This design comes from an exercise in tuning for small area, a short achievable clock period and few clock cycles per item on the open sky130 flow, not from production work. At most, simulation tests tie the RTL to the original design; equivalence was not proved.

// barrett_reduce_pipe
module barrett_reduce_pipe (
    input  logic        clk,
    input  logic        rst,
    input  logic        in_valid,
    input  logic [63:0] in_data,
    output logic        in_ready,
    output logic        out_valid,
    output logic [31:0] out_data,
    input  logic        out_ready,
    output logic        out_err
);
Settings: LEC_CHECK=0, CAP_MARGIN=20, CORE_MARGIN=2, CORE_UTILIZATION=40, SETUP_SLACK_MARGIN=2.8, SLEW_MARGIN=20, SYNTH_HIERARCHICAL=1, SYNTH_MINIMUM_KEEP_SIZE=0; clock period 9.0 ns.
standard.sh (not shown) runs the stock make flow with config.mk's settings and CLKGATE_MAP_FILE= SYNTH_SCRIPT=/design/flow/synth_recipe.tcl, a recipe that flattens the netlist after the stock synthesis.
==> flow/flow/run.sh <==
#!/bin/bash
set -e
export BUFFER_PORTS_ARGS="-buffer_cell sky130_fd_sc_hd__buf_1"
bash standard.sh > standard.log 2>&1
The first run completed without violations.
Testbench counts at the start, summed over its fixed seeds: cycles 8,016, items 8,000.
Next try:
Settings changed: CORE_UTILIZATION 40 to 55, CTS_BUF_LIST set to sky130_fd_sc_hd__clkbuf_8 sky130_fd_sc_hd__clkbuf_16, PLACE_DENSITY set to 0.75, SETUP_SLACK_MARGIN 2.8 to 3.2.
Design area rose slightly. Sequential cell count is unchanged. Synthesized cell count does not change. Global-route usage rose by 7.2 points. Fmax rose by a few percent. Synthesized area is unchanged. Sequential share of layout area fell by 0.24 points. Worst setup slack gains 0.31 ns. Clock-buffer cell count does not change.
Next try:
==> flow/flow/run.sh (replaced) <==
#!/bin/bash
set -e
export BUFFER_PORTS_ARGS="-buffer_cell sky130_fd_sc_hd__buf_2"
bash standard.sh > standard.log 2>&1
Settings changed: ABC_AREA set to 1, CORE_UTILIZATION 55 to 60, CTS_BUF_LIST sky130_fd_sc_hd__clkbuf_8 sky130_fd_sc_hd__clkbuf_16 to sky130_fd_sc_hd__clkbuf_4 sky130_fd_sc_hd__clkbuf_8, PLACE_DENSITY 0.75 to not set, SETUP_SLACK_MARGIN 3.2 to 3.0.
Effect: The changed run ran to the end with no violations. Area after synthesis rises by 3.8%. Die area falls by 4.8%. Cell count rises by 13%. Global-route usage rises by 2.7 points. Wire length rises by 7.0%. Cell area rises by 1.0%. Via count rises by 12%.
Next try:
Settings changed: ABC_AREA 1 to not set, CORE_UTILIZATION 60 to 40, CTS_BUF_LIST sky130_fd_sc_hd__clkbuf_4 sky130_fd_sc_hd__clkbuf_8 to not set, SETUP_SLACK_MARGIN 3.0 to 3.6.
Result:
- utilization drops by 19 points
- sequential cell count stays the same
- via count drops by 8.7%

========
north:
Another version of the RTL of barrett_reduce_pipe (not shown whole).
Size in the first run: roughly 1100 cells after synthesis, roughly 100 I/O pins, about 0.013 mm^2 of cells after synthesis.
==> flow/design.v (excerpt) <==
module barrett_reduce_pipe (
    input  logic        clk,
    input  logic        rst,
    input  logic        in_valid,
    input  logic [63:0] in_data,
    output logic        in_ready,
    output logic        out_valid,
    output logic [31:0] out_data,
    input  logic        out_ready,
    output logic        out_err
);
make LEC_CHECK=0 CAP_MARGIN=20 CORE_MARGIN=2 CORE_UTILIZATION=40 SLEW_MARGIN=20 SYNTH_HIERARCHICAL=1 SYNTH_MINIMUM_KEEP_SIZE=0 finish   # period 9.0 ns
run.sh (not shown) runs the stock make flow with config.mk's settings and CLKGATE_MAP_FILE= SYNTH_SCRIPT=/design/flow/synth_recipe.tcl, a recipe that flattens the netlist after the stock synthesis.
Stock flow here: none of the scripts above is used.
Testbench counts of north, summed over its fixed seeds: cycles 8,016, items 8,000.
Input-level comparison between south and north:
Settings: setting SETUP_SLACK_MARGIN to 3.5 for the first time.
When the final numbers for south and north were put side by side, the global-route usage turned out to be smaller in north. Detailed-route wire length on metal 1: south and north compared, higher one is south. south does worse than north on via count. Summary of south over north: placeable core region about even; met2 layer wire length in the routed design grew by 9.0%; number of nets at the end of the flow rose by 86; part of the cycle the worst path needs went down 12 points.

========
Another version of the RTL of barrett_reduce_pipe (not shown whole).
Size: ~150 flip-flops, roughly 16000 um2 of cells after synthesis.
Settings: LEC_CHECK=0, CAP_MARGIN=20, CORE_MARGIN=2, CORE_UTILIZATION=40, SETUP_SLACK_MARGIN=4, SLEW_MARGIN=20, SYNTH_HIERARCHICAL=1, SYNTH_MINIMUM_KEEP_SIZE=0; clock period 9.0 ns.
Change:
- SETUP_SLACK_MARGIN: 4 -> unset
What happened:
- The new run produced a clean layout
- maximum frequency goes down by 15%
- design area goes down by 4.2%
- worst hold slack improved by 0.022 ns
- sequential share of layout area climbs by 1.0 points
- die area does not change
- clock-buffer cell count decreases by 3
- global-route usage went down by 0.74 points
- final cell count goes down by 1.9%
- area after synthesis does not change
- routed wire length is lower by 3.7%
Function was not checked in any run of this note: the RTL went through the layout flow alone.

========
RTL: one of the versions met above, not the one the previous note started from.
Size in the first run: ~100 flip-flops, roughly 13000 µm² of cells after synthesis.
clock: 9.0 ns
lec_check: 0
cap_margin: 20
core_margin: 2
core_utilization: 40
setup_slack_margin: 3.0
slew_margin: 20
synth_hierarchical: 1
synth_minimum_keep_size: 0
standard.sh (not shown) runs the stock make flow with config.mk's settings and CLKGATE_MAP_FILE= SYNTH_SCRIPT=/design/flow/synth_recipe.tcl, a recipe that flattens the netlist after the stock synthesis.
==> flow/flow/run.sh <==
#!/bin/bash
set -e
export BUFFER_PORTS_ARGS="-buffer_cell sky130_fd_sc_hd__buf_1"
bash standard.sh > standard.log 2>&1
Testbench counts at the start, summed over its fixed seeds: cycles 8,016, items 8,000.
Edit:
- CORE_UTILIZATION: 40 -> 55
- CTS_BUF_LIST: default -> sky130_fd_sc_hd__clkbuf_8 sky130_fd_sc_hd__clkbuf_16
- GPL_ROUTABILITY_DRIVEN: default -> 0
- PLACE_DENSITY: default -> 0.75
- SETUP_SLACK_MARGIN: 3.0 -> 3.2
Result: The new run ran to the end with no violations; global-route usage increases by 5.7 points; synthesized cell count is unchanged; cell count went down by a little under a tenth; count of clock-buffer cells in the layout is unchanged; area after synthesis stays the same; non-clock buffer count came out higher by 2; cell area decreases slightly.

-- separate check: timing with driven ports --
In the flow no input, the clock included, has a driving cell. The finished layouts below were timed again as built, in two steps.
Step 1 sets driving cells, clkbuf_16 on the clock port and buf_2 on the other inputs (assumed; they add their load-dependent delay and slew).
Step 2 moves the port delays by t, midway between the first and last clock arrival at a register: inputs arrive t later, outputs are due t later. That takes back most of the time a late clock gives input paths.
Three values: ideal, step 1, step 2; two values: the first two.
| run | shift t [ns] | setup WS [ns] | clock arrival spread, ns | pins driven straight from the clock port |
|---|---|---|---|---|
| the first run of note 1 | 0.406 | 2.961 / 2.978 / 2.571 | 0.022 / 0.023 | 1 |
| the second run of note 1 | 0.402 | 3.271 / 3.289 / 2.886 | 0.019 / 0.019 | 1 |
| the third run of note 1 | 0.431 | 3.230 / 3.248 / 2.817 | 0.016 / 0.016 | 1 |
| the fourth run of note 1 | 0.409 | 3.333 / 3.334 / 2.925 | 0.019 / 0.018 | 1 |
| north | 0.403 | 0.595 / 0.595 / 0.595 | 0.012 / 0.012 | 1 |
| south | 0.406 | 1.698 / 1.698 / 1.698 | 0.014 / 0.014 | 1 |
| the first run of note 3 | 0.477 | 1.802 / 1.820 / 1.342 | 0.017 / 0.017 | 1 |
| the second run of note 3 | 0.475 | 0.502 / 0.526 / 0.051 | 0.014 / 0.014 | 1 |
| the first run of note 4 | 0.395 | 3.145 / 3.163 / 2.768 | 0.025 / 0.025 | 1 |
| the second run of note 4 | 0.402 | 3.301 / 3.324 / 2.922 | 0.021 / 0.020 | 1 |
After both steps setup and hold are still met in every run listed. The setup slack of the first run of note 3, which loses most, moves by +0.018 ns with the drivers and by -0.460 ns with both steps.
